From an optimization exercise on the open Yosys and OpenROAD flow, aimed at small area, a short achievable clock period and few clock cycles per item; shortcuts taken in it are not production practice. At most, simulation tests tie the RTL to the original design; equivalence was not proved.

==> 06-12 <==
## elliptic_roi_crop_mask
module elliptic_roi_crop_mask #(
  parameter int MAX_DIM = MAX_DIM_DEFAULT
) (
  input  logic                     clk,
  input  logic                     rst,
  input  logic                     cfg_write,
  input  logic [CFG_IDX_BITS-1:0]  cfg_index,
  input  logic [CFG_DATA_BITS-1:0] cfg_data,
  input  logic                     in_valid,
  output logic                     in_ready,
  input  logic [PIXEL_BITS-1:0]    in_pixel,
  input  logic                     in_sof,
  output logic                     out_valid,
  input  logic                     out_ready,
  output logic [PIXEL_BITS-1:0]    out_masked_pixel,
  output logic                     out_inside_ellipse,
  output logic [POS_BITS-1:0]      out_crop_col,
  output logic [POS_BITS-1:0]      out_crop_row,
  output logic                     out_last_of_crop
);
export LEC_CHECK = 0
export ABC_CLOCK_PERIOD_IN_PS = 4000
export CAP_MARGIN = 20
export CORE_MARGIN = 2
export CORE_UTILIZATION = 40
export SETUP_SLACK_MARGIN = 5
export SLEW_MARGIN = 20
create_clock -name core_clock -period 11.0 [get_ports {clk}]
run.sh (not shown) runs the stock make flow with config.mk's settings and CLKGATE_MAP_FILE= SYNTH_SCRIPT=/design/flow/synth_recipe.tcl, a recipe that flattens the netlist after the stock synthesis.
==> inputs of 05-14, as changes to 06-12 <==
--- a/flow/design.v
+++ b/flow/design.v
@@ -60,24 +60,24 @@
     mul_sel_t mul_sel;
   } cmd_t;
   typedef struct packed {
     logic in_win;
     logic out_free;
   } status_t;
 endpackage
 module ecm_add #(
-  parameter int N = 8
+  parameter int N = 8,
+  parameter int L = 3
 ) (
   input  logic [N-1:0] a,
   input  logic [N-1:0] b,
   input  logic         ci,
   output logic [N-1:0] y
 );
-  localparam int L = $clog2(N);
   logic [N-1:0] p0, g0;
   logic [N-1:0] p [0:2*L];
   logic [N-1:0] g [0:2*L];
   logic [N-1:0] c;
   assign p0 = a ^ b;
   assign g0 = a & b;
   always_comb begin
     p[0] = p0;
@@ -120,46 +120,40 @@
   input  logic                     out_ready,
   output logic [PIXEL_BITS-1:0]    out_masked_pixel,
   output logic                     out_inside_ellipse,
   output logic [POS_BITS-1:0]      out_crop_col,
   output logic [POS_BITS-1:0]      out_crop_row,
   output logic                     out_last_of_crop
 );
   localparam logic [12:0] MAX_DIM_V = 13'(MAX_DIM);
-  logic [12:0] fw, fh;
-  logic [11:0] cx, cy, rxr, ryr;
+  logic [12:0] W, H;
+  logic [11:0] cx, cy, rx, ry;
+  wire  [12:0] dim_eff = (cfg_data == 13'd0) ? 13'd1 : (cfg_data > MAX_DIM_V) ? MAX_DIM_V : cfg_data;
+  wire  [11:0] rad_eff = (cfg_data[11:0] == 12'd0) ? 12'd1 : cfg_data[11:0];
   always_ff @(posedge clk) begin
     if (rst) begin
-      fw  <= RST_FRAME_WIDTH;
-      fh  <= RST_FRAME_HEIGHT;
-      cx  <= RST_CENTRE_X;
-      cy  <= RST_CENTRE_Y;
-      rxr <= RST_RADIUS_X;
-      ryr <= RST_RADIUS_Y;
+      W  <= RST_FRAME_WIDTH;
+      H  <= RST_FRAME_HEIGHT;
+      cx <= RST_CENTRE_X;
+      cy <= RST_CENTRE_Y;
+      rx <= RST_RADIUS_X;
+      ry <= RST_RADIUS_Y;
     end else if (cfg_write) begin
       case (cfg_index)
-        3'd0: fw  <= cfg_data;
-        3'd1: fh  <= cfg_data;
-        3'd2: cx  <= cfg_data[11:0];
-        3'd3: cy  <= cfg_data[11:0];
-        3'd4: rxr <= cfg_data[11:0];
-        3'd5: ryr <= cfg_data[11:0];
+        3'd0: W  <= dim_eff;
+        3'd1: H  <= dim_eff;
+        3'd2: cx <= cfg_data[11:0];
+        3'd3: cy <= cfg_data[11:0];
+        3'd4: rx <= rad_eff;
+        3'd5: ry <= rad_eff;
         default: ;
       endcase
     end
   end
-  logic [12:0] W, H;
-  logic [11:0] rx, ry;
-  always_comb begin
-    W  = (fw == 13'd0) ? 13'd1 : (fw > MAX_DIM_V) ? MAX_DIM_V : fw;
-    H  = (fh == 13'd0) ? 13'd1 : (fh > MAX_DIM_V) ? MAX_DIM_V : fh;
-    rx = (rxr == 12'd0) ? 12'd1 : rxr;
-    ry = (ryr == 12'd0) ? 12'd1 : ryr;
-  end
   logic       in_ready_q;
   logic       k_v, k_sof;
   logic [7:0] k_px;
   logic       s1_v, s1_sof;
   logic [7:0] s1_px;
   logic [1:0] s1_ph;
   assign in_ready = in_ready_q;
   wire accept = in_valid && in_ready_q;
@@ -200,47 +194,44 @@
   wire s2_free  = !s2_v || s2_go;
   wire copy     = s2_v && s2_in && !hit_cur && hit_t;
   wire need     = s2_v && s2_in && !kok;
   wire l1     = s1_v && s1_sof && (s1_ph == 2'd0) && s2_free;
   wire l2     = s1_v && s1_sof && (s1_ph == 2'd1);
   wire p_ok   = s1_v && (!s1_sof || (s1_ph == 2'd2));
   wire p_go   = p_ok && s2_free;
   wire s1_free = !s1_v || p_go;
-  logic [11:0] col0, row0, ce, re;
-  logic [12:0] ce1, re1;
+  logic        cz, rz, c_wrap, r_wrap;
+  logic [12:0] c1, r1, dcs, drs, dce, dre;
   logic [11:0] col_n, row_n;
-  logic        p_in, p_last;
-  logic [11:0] p_ci, p_cj;
-  logic        cz, rz;
-  logic [12:0] dcs, drs, dce, dre;
+  logic        p_in, p_last, in_x, in_y, last_x, last_y;
+  logic [11:0] p_ci, p_cj, cinc, rinc;
   always_comb begin
-    col0  = s1_sof ? 12'd0 : col;
-    row0  = s1_sof ? 12'd0 : row;
-    cz    = ({1'b0, col0} >= W);
-    rz    = ({1'b0, row0} >= H);
-    ce    = cz ? 12'd0 : col0;
-    re    = rz ? 12'd0 : row0;
-    ce1   = {1'b0, ce} + 13'd1;
-    re1   = {1'b0, re} + 13'd1;
-    if (ce1 == W) begin
-      col_n = 12'd0;
-      row_n = (re1 == H) ? 12'd0 : re1[11:0];
-    end else begin
-      col_n = ce1[11:0];
-      row_n = re;
-    end
-    dcs    = {1'b0, ce} - {1'b0, xs};
-    drs    = {1'b0, re} - {1'b0, ys};
-    dce    = {1'b0, ce} - xe;
-    dre    = {1'b0, re} - ye;
-    p_in   = wv && !dcs[12] && dce[12] && !drs[12] && dre[12];
-    p_ci   = dcs[11:0];
-    p_cj   = drs[11:0];
-    p_last = (ce1 == xe) && (re1 == ye);
+    cz     = s1_sof || ({1'b0, col} >= W);
+    rz     = s1_sof || ({1'b0, row} >= H);
+    c1     = {1'b0, col} + 13'd1;
+    r1     = {1'b0, row} + 13'd1;
+    dcs    = {1'b0, col} - {1'b0, xs};
+    drs    = {1'b0, row} - {1'b0, ys};
+    dce    = {1'b0, col} - xe;
+    dre    = {1'b0, row} - ye;
+    c_wrap = cz ? (W == 13'd1) : (c1 == W);
+    cinc   = cz ? 12'd1 : c1[11:0];
+    in_x   = cz ? (xs == 12'd0) : (!dcs[12] && dce[12]);
+    p_ci   = cz ? (12'd0 - xs) : dcs[11:0];
+    last_x = cz ? (xe == 13'd1) : (c1 == xe);
+    r_wrap = rz ? (H == 13'd1) : (r1 == H);
+    rinc   = rz ? 12'd1 : r1[11:0];
+    in_y   = rz ? (ys == 12'd0) : (!drs[12] && dre[12]);
+    p_cj   = rz ? (12'd0 - ys) : drs[11:0];
+    last_y = rz ? (ye == 13'd1) : (r1 == ye);
+    col_n  = c_wrap ? 12'd0 : cinc;
+    row_n  = !c_wrap ? (rz ? 12'd0 : row) : (r_wrap ? 12'd0 : rinc);
+    p_in   = wv && in_x && in_y;
+    p_last = last_x && last_y;
   end
   always_ff @(posedge clk) begin
     if (rst) begin
       in_ready_q <= 1'b1;
       k_v        <= 1'b0;
       s1_v       <= 1'b0;
       s1_ph      <= 2'd0;
       s2_v       <= 1'b0;
@@ -356,19 +347,19 @@
   end
   wire [4:0]  msb   = msb_idx((ts == T_START) ? {11'd0, rx13 | ry13 | ny} : (rx2_n | {11'd0, ny}));
   logic [50:0] fa, fb;
   logic        fs;
   logic [37:0] ga, gb, ha, hb;
   logic        gs, hs;
   wire  [51:0] fsum;
   wire  [38:0] gsum, hsum;
-  ecm_add #(.N(51)) u_fadd (.a(fa), .b(fb ^ {51{fs}}), .ci(fs), .y(fsum[51:1]));
-  ecm_add #(.N(38)) u_gadd (.a(ga), .b(gb ^ {38{gs}}), .ci(gs), .y(gsum[38:1]));
-  ecm_add #(.N(38)) u_hadd (.a(ha), .b(hb ^ {38{hs}}), .ci(hs), .y(hsum[38:1]));
+  ecm_add #(.N(51), .L(6)) u_fadd (.a(fa), .b(fb ^ {51{fs}}), .ci(fs), .y(fsum[51:1]));
+  ecm_add #(.N(38), .L(6)) u_gadd (.a(ga), .b(gb ^ {38{gs}}), .ci(gs), .y(gsum[38:1]));
+  ecm_add #(.N(38), .L(6)) u_hadd (.a(ha), .b(hb ^ {38{hs}}), .ci(hs), .y(hsum[38:1]));
   assign fsum[0] = 1'b0;
   assign gsum[0] = 1'b0;
   assign hsum[0] = 1'b0;
   wire [50:0] g_x = {{13{G[37]}}, G};
   wire [50:0] h_x = {{11{Hh[37]}}, Hh, 2'b00};
   wire [37:0] ry2_2 = {13'd0, RY2, 1'b0};
   wire [37:0] rx2_1 = {14'd0, RX2};
   wire [37:0] rx2_2 = {13'd0, RX2, 1'b0};
@@ -398,17 +389,17 @@
       end
       T_CONV1: begin
         gs = 1'b1;
       end
       T_CONV2: begin
         fb = g_x; fs = 1'b1; gs = 1'b1;
       end
       T_SRCH: begin
-        fb = g_x; fs = !inc_c; gs = !inc_c;
+        fb = g_x; fs = rep; gs = rep;
       end
       default: ;
     endcase
   end
   wire step = inc_c || dec_c;
   always_ff @(posedge clk) begin
     if (rst) begin
       ts <= T_IDLE;
==> flow/flow/run.sh (new file) <==
#!/bin/bash
set -uo pipefail
export SETUP_SLACK_MARGIN=7.5
bash standard.sh synth > synth.log 2>&1 || exit 1
bash standard.sh > layout.log 2>&1 || exit 1
==> flow/standard.sh (new file) <==
#!/bin/bash
# synth_recipe.tcl (not shown) runs the flow's synth.tcl, then flattens the netlist and writes it again
# the make line also repeats each setting of config.mk as NAME=value (left out here)
make -C /OpenROAD-flow-scripts/flow DESIGN_CONFIG=/design/flow/config.mk WORK_HOME=/design/flow/orfs CLKGATE_MAP_FILE= SYNTH_SCRIPT=/design/flow/synth_recipe.tcl "${@:-finish}"
ABC_CLOCK_PERIOD_IN_PS = default   (was 4000)
SETUP_SLACK_MARGIN = default   (was 5)
removed: flow/run.sh
==> inputs of 10-03, as changes to 06-12 <==
--- a/flow/design.v
+++ b/flow/design.v
@@ -60,24 +60,24 @@
     mul_sel_t mul_sel;
   } cmd_t;
   typedef struct packed {
     logic in_win;
     logic out_free;
   } status_t;
 endpackage
 module ecm_add #(
-  parameter int N = 8
+  parameter int N = 8,
+  parameter int L = 3
 ) (
   input  logic [N-1:0] a,
   input  logic [N-1:0] b,
   input  logic         ci,
   output logic [N-1:0] y
 );
-  localparam int L = $clog2(N);
   logic [N-1:0] p0, g0;
   logic [N-1:0] p [0:2*L];
   logic [N-1:0] g [0:2*L];
   logic [N-1:0] c;
   assign p0 = a ^ b;
   assign g0 = a & b;
   always_comb begin
     p[0] = p0;
@@ -120,46 +120,40 @@
   input  logic                     out_ready,
   output logic [PIXEL_BITS-1:0]    out_masked_pixel,
   output logic                     out_inside_ellipse,
   output logic [POS_BITS-1:0]      out_crop_col,
   output logic [POS_BITS-1:0]      out_crop_row,
   output logic                     out_last_of_crop
 );
   localparam logic [12:0] MAX_DIM_V = 13'(MAX_DIM);
-  logic [12:0] fw, fh;
-  logic [11:0] cx, cy, rxr, ryr;
+  logic [12:0] W, H;
+  logic [11:0] cx, cy, rx, ry;
+  wire  [12:0] dim_eff = (cfg_data == 13'd0) ? 13'd1 : (cfg_data > MAX_DIM_V) ? MAX_DIM_V : cfg_data;
+  wire  [11:0] rad_eff = (cfg_data[11:0] == 12'd0) ? 12'd1 : cfg_data[11:0];
   always_ff @(posedge clk) begin
     if (rst) begin
-      fw  <= RST_FRAME_WIDTH;
-      fh  <= RST_FRAME_HEIGHT;
-      cx  <= RST_CENTRE_X;
-      cy  <= RST_CENTRE_Y;
-      rxr <= RST_RADIUS_X;
-      ryr <= RST_RADIUS_Y;
+      W  <= RST_FRAME_WIDTH;
+      H  <= RST_FRAME_HEIGHT;
+      cx <= RST_CENTRE_X;
+      cy <= RST_CENTRE_Y;
+      rx <= RST_RADIUS_X;
+      ry <= RST_RADIUS_Y;
     end else if (cfg_write) begin
       case (cfg_index)
-        3'd0: fw  <= cfg_data;
-        3'd1: fh  <= cfg_data;
-        3'd2: cx  <= cfg_data[11:0];
-        3'd3: cy  <= cfg_data[11:0];
-        3'd4: rxr <= cfg_data[11:0];
-        3'd5: ryr <= cfg_data[11:0];
+        3'd0: W  <= dim_eff;
+        3'd1: H  <= dim_eff;
+        3'd2: cx <= cfg_data[11:0];
+        3'd3: cy <= cfg_data[11:0];
+        3'd4: rx <= rad_eff;
+        3'd5: ry <= rad_eff;
         default: ;
       endcase
     end
   end
-  logic [12:0] W, H;
-  logic [11:0] rx, ry;
-  always_comb begin
-    W  = (fw == 13'd0) ? 13'd1 : (fw > MAX_DIM_V) ? MAX_DIM_V : fw;
-    H  = (fh == 13'd0) ? 13'd1 : (fh > MAX_DIM_V) ? MAX_DIM_V : fh;
-    rx = (rxr == 12'd0) ? 12'd1 : rxr;
-    ry = (ryr == 12'd0) ? 12'd1 : ryr;
-  end
   logic       in_ready_q;
   logic       k_v, k_sof;
   logic [7:0] k_px;
   logic       s1_v, s1_sof;
   logic [7:0] s1_px;
   logic [1:0] s1_ph;
   assign in_ready = in_ready_q;
   wire accept = in_valid && in_ready_q;
@@ -200,47 +194,44 @@
   wire s2_free  = !s2_v || s2_go;
   wire copy     = s2_v && s2_in && !hit_cur && hit_t;
   wire need     = s2_v && s2_in && !kok;
   wire l1     = s1_v && s1_sof && (s1_ph == 2'd0) && s2_free;
   wire l2     = s1_v && s1_sof && (s1_ph == 2'd1);
   wire p_ok   = s1_v && (!s1_sof || (s1_ph == 2'd2));
   wire p_go   = p_ok && s2_free;
   wire s1_free = !s1_v || p_go;
-  logic [11:0] col0, row0, ce, re;
-  logic [12:0] ce1, re1;
+  logic        cz, rz, c_wrap, r_wrap;
+  logic [12:0] c1, r1, dcs, drs, dce, dre;
   logic [11:0] col_n, row_n;
-  logic        p_in, p_last;
-  logic [11:0] p_ci, p_cj;
-  logic        cz, rz;
-  logic [12:0] dcs, drs, dce, dre;
+  logic        p_in, p_last, in_x, in_y, last_x, last_y;
+  logic [11:0] p_ci, p_cj, cinc, rinc;
   always_comb begin
-    col0  = s1_sof ? 12'd0 : col;
-    row0  = s1_sof ? 12'd0 : row;
-    cz    = ({1'b0, col0} >= W);
-    rz    = ({1'b0, row0} >= H);
-    ce    = cz ? 12'd0 : col0;
-    re    = rz ? 12'd0 : row0;
-    ce1   = {1'b0, ce} + 13'd1;
-    re1   = {1'b0, re} + 13'd1;
-    if (ce1 == W) begin
-      col_n = 12'd0;
-      row_n = (re1 == H) ? 12'd0 : re1[11:0];
-    end else begin
-      col_n = ce1[11:0];
-      row_n = re;
-    end
-    dcs    = {1'b0, ce} - {1'b0, xs};
-    drs    = {1'b0, re} - {1'b0, ys};
-    dce    = {1'b0, ce} - xe;
-    dre    = {1'b0, re} - ye;
-    p_in   = wv && !dcs[12] && dce[12] && !drs[12] && dre[12];
-    p_ci   = dcs[11:0];
-    p_cj   = drs[11:0];
-    p_last = (ce1 == xe) && (re1 == ye);
+    cz     = s1_sof || ({1'b0, col} >= W);
+    rz     = s1_sof || ({1'b0, row} >= H);
+    c1     = {1'b0, col} + 13'd1;
+    r1     = {1'b0, row} + 13'd1;
+    dcs    = {1'b0, col} - {1'b0, xs};
+    drs    = {1'b0, row} - {1'b0, ys};
+    dce    = {1'b0, col} - xe;
+    dre    = {1'b0, row} - ye;
+    c_wrap = cz ? (W == 13'd1) : (c1 == W);
+    cinc   = cz ? 12'd1 : c1[11:0];
+    in_x   = cz ? (xs == 12'd0) : (!dcs[12] && dce[12]);
+    p_ci   = cz ? (12'd0 - xs) : dcs[11:0];
+    last_x = cz ? (xe == 13'd1) : (c1 == xe);
+    r_wrap = rz ? (H == 13'd1) : (r1 == H);
+    rinc   = rz ? 12'd1 : r1[11:0];
+    in_y   = rz ? (ys == 12'd0) : (!drs[12] && dre[12]);
+    p_cj   = rz ? (12'd0 - ys) : drs[11:0];
+    last_y = rz ? (ye == 13'd1) : (r1 == ye);
+    col_n  = c_wrap ? 12'd0 : cinc;
+    row_n  = !c_wrap ? (rz ? 12'd0 : row) : (r_wrap ? 12'd0 : rinc);
+    p_in   = wv && in_x && in_y;
+    p_last = last_x && last_y;
   end
   always_ff @(posedge clk) begin
     if (rst) begin
       in_ready_q <= 1'b1;
       k_v        <= 1'b0;
       s1_v       <= 1'b0;
       s1_ph      <= 2'd0;
       s2_v       <= 1'b0;
@@ -356,19 +347,19 @@
   end
   wire [4:0]  msb   = msb_idx((ts == T_START) ? {11'd0, rx13 | ry13 | ny} : (rx2_n | {11'd0, ny}));
   logic [50:0] fa, fb;
   logic        fs;
   logic [37:0] ga, gb, ha, hb;
   logic        gs, hs;
   wire  [51:0] fsum;
   wire  [38:0] gsum, hsum;
-  ecm_add #(.N(51)) u_fadd (.a(fa), .b(fb ^ {51{fs}}), .ci(fs), .y(fsum[51:1]));
-  ecm_add #(.N(38)) u_gadd (.a(ga), .b(gb ^ {38{gs}}), .ci(gs), .y(gsum[38:1]));
-  ecm_add #(.N(38)) u_hadd (.a(ha), .b(hb ^ {38{hs}}), .ci(hs), .y(hsum[38:1]));
+  ecm_add #(.N(51), .L(6)) u_fadd (.a(fa), .b(fb ^ {51{fs}}), .ci(fs), .y(fsum[51:1]));
+  ecm_add #(.N(38), .L(6)) u_gadd (.a(ga), .b(gb ^ {38{gs}}), .ci(gs), .y(gsum[38:1]));
+  ecm_add #(.N(38), .L(6)) u_hadd (.a(ha), .b(hb ^ {38{hs}}), .ci(hs), .y(hsum[38:1]));
   assign fsum[0] = 1'b0;
   assign gsum[0] = 1'b0;
   assign hsum[0] = 1'b0;
   wire [50:0] g_x = {{13{G[37]}}, G};
   wire [50:0] h_x = {{11{Hh[37]}}, Hh, 2'b00};
   wire [37:0] ry2_2 = {13'd0, RY2, 1'b0};
   wire [37:0] rx2_1 = {14'd0, RX2};
   wire [37:0] rx2_2 = {13'd0, RX2, 1'b0};
@@ -398,17 +389,17 @@
       end
       T_CONV1: begin
         gs = 1'b1;
       end
       T_CONV2: begin
         fb = g_x; fs = 1'b1; gs = 1'b1;
       end
       T_SRCH: begin
-        fb = g_x; fs = !inc_c; gs = !inc_c;
+        fb = g_x; fs = rep; gs = rep;
       end
       default: ;
     endcase
   end
   wire step = inc_c || dec_c;
   always_ff @(posedge clk) begin
     if (rst) begin
       ts <= T_IDLE;
==> flow_summary.yaml <==
run_status:
  status: "timing/DRC/antenna clean"
cells_and_area:
  final_area_sq_um: 43950
  area_share_nonclk_buffers_pct: 2.508
worst_setup_path:
  crit_buf_inv: 2
synth:
  syn_area_sq_um: 39430
[end of results for 10-03]
==> flow_summary.yaml <==
run_status:
  status: "timing/DRC/antenna clean"
worst_setup_path:
  crit_buf_inv: 3
synth:
  syn_area_sq_um: 39760
cells_and_area:
  area_share_nonclk_buffers_pct: 3.012
  final_area_sq_um: 44570
clocking:
  hold_buffers: 0
[end of results for 06-12]
==> flow_summary.yaml <==
run_status:
  status: "failed layout checks"
  failed_checks: "capacitance limit, slew limit"
timing:
  slew_viol_final: 7
worst_setup_path:
  crit_buf_inv: 3
flow_run:
  maxCapViolCount: 1
[end of results for 05-14]
Testbench counts of 05-14, summed over its fixed seeds: cycles 21,987, items 21,528.
Testbench counts of 10-03, summed over its fixed seeds: cycles 21,987, items 21,528.
The RTL of 06-12 was laid out without a check of its function.

static timing again, ports no longer ideal:
The results above use ideal ports. As a check the final layouts listed here were re-extracted and re-timed, cells and wires unchanged.
Step 1 (the two cells are an assumption about what drives the block):
set clk [get_ports {clk}]
set_driving_cell -lib_cell sky130_fd_sc_hd__clkbuf_16 $clk
set_driving_cell -lib_cell sky130_fd_sc_hd__buf_2 [delete_from_list [all_inputs] $clk]
Step 2, shift: input delay + t, output delay - t, t = (earliest + latest rising clock arrival at the registers) / 2. This alone moves slack from input paths to output paths.
a / b / c = ideal / step 1 / step 2; a / b = the first two.
run | t, ns | setup WS [ns] | clock arrival spread, ns
06-12 | 0.704 | 5.246 / 5.246 / 4.877 | 0.028 / 0.027
05-14 | 0.699 | 6.012 / 6.012 / 6.012 | 0.035 / 0.035
10-03 | 0.702 | 5.272 / 5.272 / 4.746 | 0.036 / 0.037
The setup slack of 10-03, which loses most, moves by 0.000 ns with the drivers and by -0.526 ns with both steps.
